Context: an optimization exercise on an open-source flow, tuned for small area, a short achievable clock period and few clock cycles per item. The choices shown serve that exercise and are no tape-out recipe. No functional check of the RTL was part of this run. Power and IR drop assume default switching activity.

File: flow/design.v
package gsu_pkg;
  localparam int GRID     = 40;    
  localparam int CMAX     = 9;     
  localparam int HEIGHT_W = 8;
  localparam int T_W      = 6;     
  localparam logic [1:0] STATUS_OK      = 2'd0;
  localparam logic [1:0] STATUS_ADDR    = 2'd1;
  localparam logic [1:0] STATUS_SPACING = 2'd2;
endpackage
module gsu_lerp_a (
  input  logic [7:0]  a_i,
  input  logic [7:0]  b_i,
  input  logic [5:0]  t_i,
  output logic [7:0]  lo_o,
  output logic [10:0] y_o
);
  logic        falling;
  logic [7:0]  m;
  logic [5:0]  u;
  logic [13:0] p;
  always_comb begin
    falling = a_i > b_i;
    m       = falling ? (a_i - b_i) : (b_i - a_i);
    lo_o    = falling ? b_i : a_i;
    u       = falling ? (6'd40 - t_i) : t_i;
    p       = 14'(u) * 14'(m);
    y_o     = p[13:3];
  end
endmodule
module gsu_lerp_b (
  input  logic [7:0]  lo_i,
  input  logic [10:0] y_i,
  output logic [7:0]  h_o
);
  logic [23:0] prod;
  always_comb begin
    prod = 24'(y_i) * 24'd1639;
    h_o  = lo_i + prod[20:13];
  end
endmodule
module gsu_ram (
  input  logic       clk_i,
  input  logic       we_i,
  input  logic [8:0] rsel_i,
  input  logic [8:0] csel_i,    
  input  logic [8:0] crd_i,     
  input  logic [7:0] wdata_i,
  output logic [7:0] ee_o,      
  output logic [7:0] eo_o,      
  output logic [7:0] oe_o,
  output logic [7:0] oo_o
);
  logic [7:0] mem_q [9][9];
  logic [7:0] er [9];
  logic [7:0] orow [9];
  always_ff @(posedge clk_i) begin
    for (int r = 0; r < 9; r++) begin
      for (int c = 0; c < 9; c++) begin
        if (we_i && rsel_i[r] && csel_i[c]) mem_q[r][c] <= wdata_i;
      end
    end
  end
  always_comb begin
    for (int c = 0; c < 9; c++) begin
      er[c]   = '0;
      orow[c] = '0;
      for (int r = 0; r < 9; r += 2) er[c]   = er[c]   | (mem_q[r][c] & {8{rsel_i[r]}});
      for (int r = 1; r < 9; r += 2) orow[c] = orow[c] | (mem_q[r][c] & {8{rsel_i[r]}});
    end
    ee_o = '0;
    eo_o = '0;
    oe_o = '0;
    oo_o = '0;
    for (int c = 0; c < 9; c += 2) begin
      ee_o = ee_o | (er[c]   & {8{crd_i[c]}});
      oe_o = oe_o | (orow[c] & {8{crd_i[c]}});
    end
    for (int c = 1; c < 9; c += 2) begin
      eo_o = eo_o | (er[c]   & {8{crd_i[c]}});
      oo_o = oo_o | (orow[c] & {8{crd_i[c]}});
    end
  end
endmodule
module gsu_queue #(
  parameter int LIMIT = 7,    
  parameter int NBUF  = 6     
) (
  input  logic       clk_i,
  input  logic       rst_ni,
  input  logic       acc_i,       
  output logic       ready_o,
  input  logic       res_valid_i,
  input  logic [9:0] res_data_i,
  output logic       out_valid_o,
  input  logic       out_ready_i,
  output logic [9:0] out_data_o
);
  localparam int CW = $clog2(LIMIT + 1);
  logic [CW-1:0] owed_q, owed_d;
  logic          ready_q;
  logic          ov_q;
  logic [9:0]    od_q;
  logic [9:0]    buf_q [NBUF];
  logic [NBUF-1:0] wp_q, rp_q;     
  logic          bempty_q;
  logic [NBUF:0] bcnt_q;           
  logic          take, ofree, pop, push;
  logic [9:0]    head;
  assign take  = ov_q && out_ready_i;
  assign ofree = !ov_q || out_ready_i;
  assign pop   = ofree && !bcnt_q[0];
  assign push  = res_valid_i && !(ofree && bcnt_q[0]);
  always_comb begin
    head = '0;
    for (int i = 0; i < NBUF; i++) head = head | (buf_q[i] & {10{rp_q[i]}});
  end
  always_comb begin
    owed_d = owed_q;
    if (acc_i && !take) owed_d = owed_q + CW'(1);
    else if (!acc_i && take) owed_d = owed_q - CW'(1);
  end
  always_ff @(posedge clk_i or negedge rst_ni) begin
    if (!rst_ni) begin
      owed_q  <= '0;
      ready_q <= 1'b0;
      ov_q    <= 1'b0;
      wp_q    <= NBUF'(1);
      rp_q    <= NBUF'(1);
      bcnt_q  <= (NBUF+1)'(1);
    end else begin
      owed_q  <= owed_d;
      ready_q <= owed_d < CW'(LIMIT);
      if (ofree) ov_q <= !bcnt_q[0] || res_valid_i;
      if (push) wp_q <= {wp_q[NBUF-2:0], wp_q[NBUF-1]};
      if (pop)  rp_q <= {rp_q[NBUF-2:0], rp_q[NBUF-1]};
      if (push && !pop) bcnt_q <= {bcnt_q[NBUF-1:0], 1'b0};
      else if (pop && !push) bcnt_q <= {1'b0, bcnt_q[NBUF:1]};
    end
  end
  always_ff @(posedge clk_i) begin
    if (ofree) od_q <= !bcnt_q[0] ? head : res_data_i;
    for (int i = 0; i < NBUF; i++) begin
      if (push && wp_q[i]) buf_q[i] <= res_data_i;
    end
  end
  assign ready_o     = ready_q;
  assign out_valid_o = ov_q;
  assign out_data_o  = od_q;
endmodule
module gsu_front (
  input  logic        cmd_i,
  input  logic [5:0]  row_i,
  input  logic [5:0]  col_i,
  input  logic [4:0]  sp_i,
  output logic        we_o,       
  output logic        rd_o,       
  output logic [1:0]  status_o,
  output logic [8:0]  rsel_o,
  output logic [8:0]  csel_o,
  output logic [5:0]  tr_o,       
  output logic [5:0]  tc_o        
);
  logic       addr_ld_ok, addr_rd_ok, sp_ok;
  logic [8:0] rsel_rd, csel_rd;
  logic [14:0] rs [5];
  logic [14:0] cs [5];
  function automatic int span_of(input int i);
    case (i)
      0: span_of = 40;
      1: span_of = 20;
      2: span_of = 10;
      3: span_of = 8;
      default: span_of = 5;
    endcase
  endfunction
  for (genvar i = 0; i < 5; i++) begin : g_split
    assign rs[i] = split(row_i, span_of(i));
    assign cs[i] = split(col_i, span_of(i));
  end
  function automatic logic [14:0] split(input logic [5:0] v, input int s);
    logic [8:0] sel;
    logic [5:0] t;
    int q, r, tt;
    sel = '0;
    t   = '0;
    for (int k = 0; k <= 40; k++) begin
      if (v == 6'(k)) begin
        q  = k / s;
        r  = k % s;
        tt = r * (40 / s);
        if (q % 2 == 1) tt = 40 - tt;
        sel = 9'(1) << q;
        if (r != 0) sel = sel | (9'(1) << (q + 1));
        t = 6'(tt);
      end
    end
    split = {sel, t};
  endfunction
  always_comb begin
    rsel_rd = '0;
    csel_rd = '0;
    tr_o    = '0;
    tc_o    = '0;
    for (int i = 0; i < 5; i++) begin
      if (sp_i[i]) begin
        rsel_rd = rsel_rd | rs[i][14:6];
        csel_rd = csel_rd | cs[i][14:6];
        tr_o    = tr_o | rs[i][5:0];
        tc_o    = tc_o | cs[i][5:0];
      end
    end
  end
  assign addr_ld_ok = (row_i < 6'd9) && (col_i < 6'd9);
  assign addr_rd_ok = (row_i <= 6'd40) && (col_i <= 6'd40);
  assign sp_ok      = |sp_i;
  always_comb begin
    we_o = 1'b0;
    rd_o = 1'b0;
    if (!cmd_i) begin
      we_o     = addr_ld_ok;
      status_o = addr_ld_ok ? gsu_pkg::STATUS_OK : gsu_pkg::STATUS_ADDR;
      rsel_o   = 9'(1) << row_i[3:0];
      csel_o   = 9'(1) << col_i[3:0];
    end else begin
      rd_o     = addr_rd_ok && sp_ok;
      status_o = !addr_rd_ok ? gsu_pkg::STATUS_ADDR
               : !sp_ok      ? gsu_pkg::STATUS_SPACING : gsu_pkg::STATUS_OK;
      rsel_o   = rsel_rd;
      csel_o   = csel_rd;
    end
  end
endmodule
module grid_linear_upsampler (
  input  logic        clk_i,
  input  logic        rst_ni,
  input  logic        in_valid_i,
  output logic        in_ready_o,
  input  logic [20:0] in_data_i,
  output logic        out_valid_o,
  input  logic        out_ready_i,
  output logic [9:0]  out_data_o,
  input  logic        cfg_we_i,
  input  logic [3:0]  cfg_data_i
);
  logic [4:0] sp_q;
  logic [4:0] sp_d;
  always_comb begin
    unique case (cfg_data_i)
      4'd2:    sp_d = 5'b00001;
      4'd3:    sp_d = 5'b00010;
      4'd5:    sp_d = 5'b00100;
      4'd6:    sp_d = 5'b01000;
      4'd9:    sp_d = 5'b10000;
      default: sp_d = 5'b00000;
    endcase
  end
  always_ff @(posedge clk_i or negedge rst_ni) begin
    if (!rst_ni)       sp_q <= 5'b00100;
    else if (cfg_we_i) sp_q <= sp_d;
  end
  logic       acc;
  logic       f_we, f_rd;
  logic [1:0] f_st;
  logic [8:0] f_rsel, f_csel;
  logic [5:0] f_tr, f_tc;
  assign acc = in_valid_i && in_ready_o;
  gsu_front u_front (
    .cmd_i    (in_data_i[20]),
    .row_i    (in_data_i[19:14]),
    .col_i    (in_data_i[13:8]),
    .sp_i     (sp_q),
    .we_o     (f_we),
    .rd_o     (f_rd),
    .status_o (f_st),
    .rsel_o   (f_rsel),
    .csel_o   (f_csel),
    .tr_o     (f_tr),
    .tc_o     (f_tc)
  );
  logic       s1_vld, s1_we, s1_rd;
  logic [1:0] s1_st;
  logic [8:0] s1_rsel, s1_csel;
  logic [5:0] s1_tr, s1_tc;
  logic [7:0] s1_wd;
  always_ff @(posedge clk_i or negedge rst_ni) begin
    if (!rst_ni) begin
      s1_vld <= 1'b0;
      s1_we  <= 1'b0;
    end else begin
      s1_vld <= acc;
      s1_we  <= acc && f_we;
    end
  end
  always_ff @(posedge clk_i) begin
    s1_rd   <= f_rd;
    s1_st   <= f_st;
    s1_rsel <= f_rsel;
    s1_csel <= f_csel;
    s1_tr   <= f_tr;
    s1_tc   <= f_tc;
    s1_wd   <= in_data_i[7:0];
  end
  logic [7:0] r_ee, r_eo, r_oe, r_oo;
  gsu_ram u_store (
    .clk_i   (clk_i),
    .we_i    (s1_we),
    .rsel_i  (s1_rsel),
    .csel_i  (s1_csel),
    .crd_i   (s1_csel & {9{s1_rd}}),
    .wdata_i (s1_wd),
    .ee_o    (r_ee),
    .eo_o    (r_eo),
    .oe_o    (r_oe),
    .oo_o    (r_oo)
  );
  logic       s2_vld;
  logic [1:0] s2_st;
  logic [5:0] s2_tr, s2_tc;
  logic [7:0] s2_ee, s2_eo, s2_oe, s2_oo;
  always_ff @(posedge clk_i or negedge rst_ni) begin
    if (!rst_ni) s2_vld <= 1'b0;
    else         s2_vld <= s1_vld;
  end
  always_ff @(posedge clk_i) begin
    s2_st <= s1_st;
    s2_tr <= s1_tr;
    s2_tc <= s1_tc;
    s2_ee <= r_ee;
    s2_eo <= r_eo;
    s2_oe <= r_oe;
    s2_oo <= r_oo;
  end
  logic [7:0]  ha_elo, ha_olo;
  logic [10:0] ha_ey, ha_oy;
  gsu_lerp_a u_he_a (.a_i(s2_ee), .b_i(s2_eo), .t_i(s2_tc), .lo_o(ha_elo), .y_o(ha_ey));
  gsu_lerp_a u_ho_a (.a_i(s2_oe), .b_i(s2_oo), .t_i(s2_tc), .lo_o(ha_olo), .y_o(ha_oy));
  logic        s3_vld;
  logic [1:0]  s3_st;
  logic [5:0]  s3_tr;
  logic [7:0]  s3_elo, s3_olo;
  logic [10:0] s3_ey, s3_oy;
  always_ff @(posedge clk_i or negedge rst_ni) begin
    if (!rst_ni) s3_vld <= 1'b0;
    else         s3_vld <= s2_vld;
  end
  always_ff @(posedge clk_i) begin
    s3_st  <= s2_st;
    s3_tr  <= s2_tr;
    s3_elo <= ha_elo;
    s3_olo <= ha_olo;
    s3_ey  <= ha_ey;
    s3_oy  <= ha_oy;
  end
  logic [7:0] hb_e, hb_o;
  gsu_lerp_b u_he_b (.lo_i(s3_elo), .y_i(s3_ey), .h_o(hb_e));
  gsu_lerp_b u_ho_b (.lo_i(s3_olo), .y_i(s3_oy), .h_o(hb_o));
  logic       s4_vld;
  logic [1:0] s4_st;
  logic [5:0] s4_tr;
  logic [7:0] s4_he, s4_ho;
  always_ff @(posedge clk_i or negedge rst_ni) begin
    if (!rst_ni) s4_vld <= 1'b0;
    else         s4_vld <= s3_vld;
  end
  always_ff @(posedge clk_i) begin
    s4_st <= s3_st;
    s4_tr <= s3_tr;
    s4_he <= hb_e;
    s4_ho <= hb_o;
  end
  logic [7:0]  va_lo;
  logic [10:0] va_y;
  gsu_lerp_a u_v_a (.a_i(s4_he), .b_i(s4_ho), .t_i(s4_tr), .lo_o(va_lo), .y_o(va_y));
  logic        s5_vld;
  logic [1:0]  s5_st;
  logic [7:0]  s5_lo;
  logic [10:0] s5_y;
  always_ff @(posedge clk_i or negedge rst_ni) begin
    if (!rst_ni) s5_vld <= 1'b0;
    else         s5_vld <= s4_vld;
  end
  always_ff @(posedge clk_i) begin
    s5_st <= s4_st;
    s5_lo <= va_lo;
    s5_y  <= va_y;
  end
  logic [7:0] vb_h;
  gsu_lerp_b u_v_b (.lo_i(s5_lo), .y_i(s5_y), .h_o(vb_h));
  gsu_queue #(.LIMIT(7), .NBUF(6)) u_queue (
    .clk_i       (clk_i),
    .rst_ni      (rst_ni),
    .acc_i       (acc),
    .ready_o     (in_ready_o),
    .res_valid_i (s5_vld),
    .res_data_i  ({vb_h, s5_st}),
    .out_valid_o (out_valid_o),
    .out_ready_i (out_ready_i),
    .out_data_o  (out_data_o)
  );
endmodule
File: flow/run.sh
#!/bin/bash
# synth_recipe.tcl (not shown) runs the flow's synth.tcl, then flattens the netlist and writes it again
# the make line also repeats each setting of config.mk as NAME=value (left out here)
make -C /OpenROAD-flow-scripts/flow DESIGN_CONFIG=/design/flow/config.mk WORK_HOME=/design/flow/orfs CLKGATE_MAP_FILE= SYNTH_SCRIPT=/design/flow/synth_recipe.tcl finish
File: flow/config.mk
export PLATFORM = sky130hd
export DESIGN_NAME = grid_linear_upsampler
export DESIGN_NICKNAME = grid_linear_upsampler
export VERILOG_FILES = /design/flow/design.v
export SDC_FILE = /design/flow/constraint.sdc
export NUM_CORES = 4
export LEC_CHECK = 0
export CAP_MARGIN = 20
export CORE_MARGIN = 2
export CORE_UTILIZATION = 40
export PLACE_DENSITY = 0.6
export SLEW_MARGIN = 20
File: flow/constraint.sdc
create_clock -name core_clock -period 8.0 [get_ports {clk_i}]
set_input_delay 1.6000 -clock core_clock [delete_from_list [all_inputs] [get_ports {clk_i}]]
set_output_delay 1.6000 -clock core_clock [all_outputs]
set_load 0.01 [all_outputs]
==> results.ini <==
[run_status]
outcome = finished clean

[global_routing]
grt_pass1_vias = 29600
grtUsageTotal = 0.183
grt_antenna_before_repair = 8
grt.overflow.total = 0
grt_pass1_wl_um = 173000
grt_max_degree = 82

[sta]
timing.final.ws_setup_ns = 1.18
rsz0062_at_grt = false
tightest_slew_ns = 1.06
slew_headroom = 0.293
fin_crit_sh = 0.853
fin_setup_tns_ns = 0
fin_crit_ns = 6.82
drv_slew = 0
setup_violations = 0
max_freq_mhz = 147
finalHoldViolations = 0
finClkSkew_ns = 0.0534

[die]
initial_core_util = 0.404
die-area_sq_mm = 0.121
core-area_sq_mm = 0.117
num_io_pins = 42
die_h_um = 347
fp-row-count = 125
fp.dieW_um = 347

[worst_setup_path]
rrSetupSlack_ns = 1.18
r2r_cells = 24
crit_path_end = s3_ey[10]
cp-start-kind = register
critPathCaptureType = register
r2r_start = s2_ee[0]
crit_type = reg2reg
r2r_end = s3_ey[10]
crit_fanout = 25
cp.required_ns = 8.57
startpoint = s2_ee[0]
cp.arrival_ns = 7.39

[pwr]
worst_ir_drop_vdd_v = 0.000331
power_leakage_nw = 20.3
powerDensity_mw_per_mm2 = 271

[cells_and_area]
finish.utilization = 0.447
drive_above_1_share = 0.0656
finalNetCount = 4288
final_common_cell = edfxtp_1
final_cell_mix = edfxtp_1, inv_1, ha_1
area_growth_pct = 10.5
fin_area_sq_mm = 0.0521

[clock_tree]
insertion_delay_ns = 0.69
cts_sinks = 931
cts_buffers = 94
cts_resized = 0
cts_tree = yes
clock_tree.root_cell = clkbuf_16
htree_levels = 3
cts_hold_buf = 0
cts_setup_buffers = 0
clock_path_buffers = 3
clkTransAtPathRegs_ns = 0.06

[placed_design]
dp_hpwl_um = 72600
gp_congestion = 0.849
pre_cts_slack_ns = 1.19
io_buffers = 41
dpl_cell_area_sq_mm = 0.0490

[synth]
yosysSeqAreaShare = 0.552
syn-num-nets = 4302
ys.flop_type = edfxtp_1
ys.warnings.count = 12
async_flop_share = 0.0376
synth_seq_cells = 931
synth_cell_types = 85
avgSynthCellArea_sq_um = 12.5
synth_edf_count = 718
netlist_area_sq_mm = 0.0471
postSynthCellCount = 3763

[hold_path]
hp-class = reg2reg

[drt]
route.vias.total = 29600
drtAntennaViolNets = 0
drtIter0Drc = 2906
avgRoutedWirePerCell_um = 20.7
drt_wl_total_um = 111000
drt-pass1-iter-count = 7
drc = 0
viasPerCell = 5.54

[job]
maxCapViolCount = 0

## cells in the mapped netlist (32+ instances only)
cell type  number  share of area
nor2_1        142          0.011
a21oi_1       233          0.025
xnor2_1        85          0.016
clkbuf_1      161          0.013
fa_1          186          0.079
nand3_1        65         0.0069
nand2_1       190          0.015
dfxtp_1       178          0.076
inv_1         374          0.030
o21ai_0       120          0.013
edfxtp_1      718           0.46
a22oi_1       210          0.033
ha_1          323          0.086
a222oi_1       76          0.016
and3_1        101          0.013
nand2b_1       32         0.0042
a21o_1         33         0.0053
## cell families (layout without fill, tap and decap cells)
logic type / count (synthesis) / count (layout) / share of synthesized area
AO/OA/AOI/OAI: 888 / 888 / 0.129
XOR/XNOR: 113 / 113 / 0.0210
adder cells (fa/ha/maj): 510 / 510 / 0.165
multiplexers: 55 / 55 / 0.0126
other: 0 / 2 / 0
buffers and inverters: 560 / 623 / 0.0447
flip-flops: 931 / 931 / 0.552
AND/OR/NAND/NOR: 706 / 706 / 0.0757
## area by class of cell
| cell class | count | area [sq um] |
|---|---|---|
| Fill cell | 10600 | 64400 |
| Sequential cell | 931 | 26000 |
| Multi-Input combinational cell | 2272 | 19000 |
| Clock buffer | 114 | 2490 |
| Tap cell | 1524 | 1910 |
| Inverter | 376 | 1410 |
| Timing Repair Buffer | 74 | 653 |
| Clock inverter | 59 | 573 |
| Antenna cell | 2 | 5.00 |
## registers in the layout, summed over array words and instances (netlist names), 9 cells and up
register / count
s1_rsel: 9
s3_oy: 11
u_store.mem_q: 648
u_queue.buf_q: 60
s3_ey: 11
u_queue.od_q: 10
s1_csel: 9
s5_y: 11
## worst min path at each step
stage                   from  endpoint  slack, ns  depth (start not counted)
floorplan           s1_st[0]  s2_st[0]       0.31                          0
global placement    s1_st[0]  s2_st[0]       0.31                          0
detailed placement  s1_tc[3]  s2_tc[3]       0.31                          0
CTS                 s1_tc[3]  s2_tc[3]       0.33                          0
global route        s1_tc[3]  s2_tc[3]       0.34                          0
finish              s1_st[0]  s2_st[0]       0.32                          0
## through the flow
step | total power [mW] | hold slack [ns] | instances
floorplan | 8.81 | 0.310 | 3763
global placement | 9.88 | 0.311 | 5177
detailed placement | 9.94 | 0.313 | 5177
CTS | 14.3 | 0.328 | 5350
global route | 15.0 | 0.337 | 5351
finish | 14.1 | 0.325 | 5352
## worst max-delay path, stage by stage, from the launching register on
cell	delay, ns
dfxtp_1	0.33
inv_1	0.06
ha_1	0.18
inv_1	0.08
fa_1	0.19
a211oi_1	0.08
o21ai_1	0.18
a31oi_1	0.20
nor2_2	0.85
mux2i_1	0.21
o311a_1	0.39
o21ai_0	0.55
nand3_1	0.18
fa_1	0.54
fa_1	0.46
fa_1	0.55
inv_1	0.04
ha_1	0.33
a21o_1	0.17
a21oi_1	0.23
o21bai_1	0.10
a21oi_1	0.23
o21bai_1	0.09
a21o_1	0.22
o311ai_0	0.30
## layer usage
layer,up-vias,global-route usage,part of all wire,routed length (um)
li1,13900,-,-,-
met1,14700,0.267,0.46,51200
met2,861,0.289,0.46,51200
met3,123,0.0252,0.054,6010
met4,0,0.0410,0.019,2100
met5,-,0,0,0
## power by group
| group | total [mW] | switching (mW) | internal, mW |
|---|---|---|---|
| combinational | 4.05 | 2.50 | 1.54 |
| clock | 4.33 | 1.91 | 2.41 |
| sequential | 5.74 | 0.110 | 5.63 |
| total | 14.1 | 4.53 | 9.59 |

==> what the ideal ports hide <==
No port has a modelled driver above. Below, the same layout with a new extraction and two added sets of constraints. Step 1 sets driving cells, clkbuf_16 on the clock port and buf_2 on the other inputs (assumed; they add their load-dependent delay and slew). Step 2 also shifts input and output timing later by t, the mid clock arrival at the registers, as if the neighbouring blocks saw the same clock. Slacks: no drivers / after step 1 / after step 2; pairs: no drivers / after step 1.
t, ns: 0.728
setup WS [ns]: 1.178 / 1.178 / 1.178
worst setup path at the end: register to register
worst slew at a driven data input, ns: 0.16
After both steps this run still meets setup and hold. For this run, drivers alone change the setup slack by 0.000 ns; drivers and shift together by 0.000 ns.
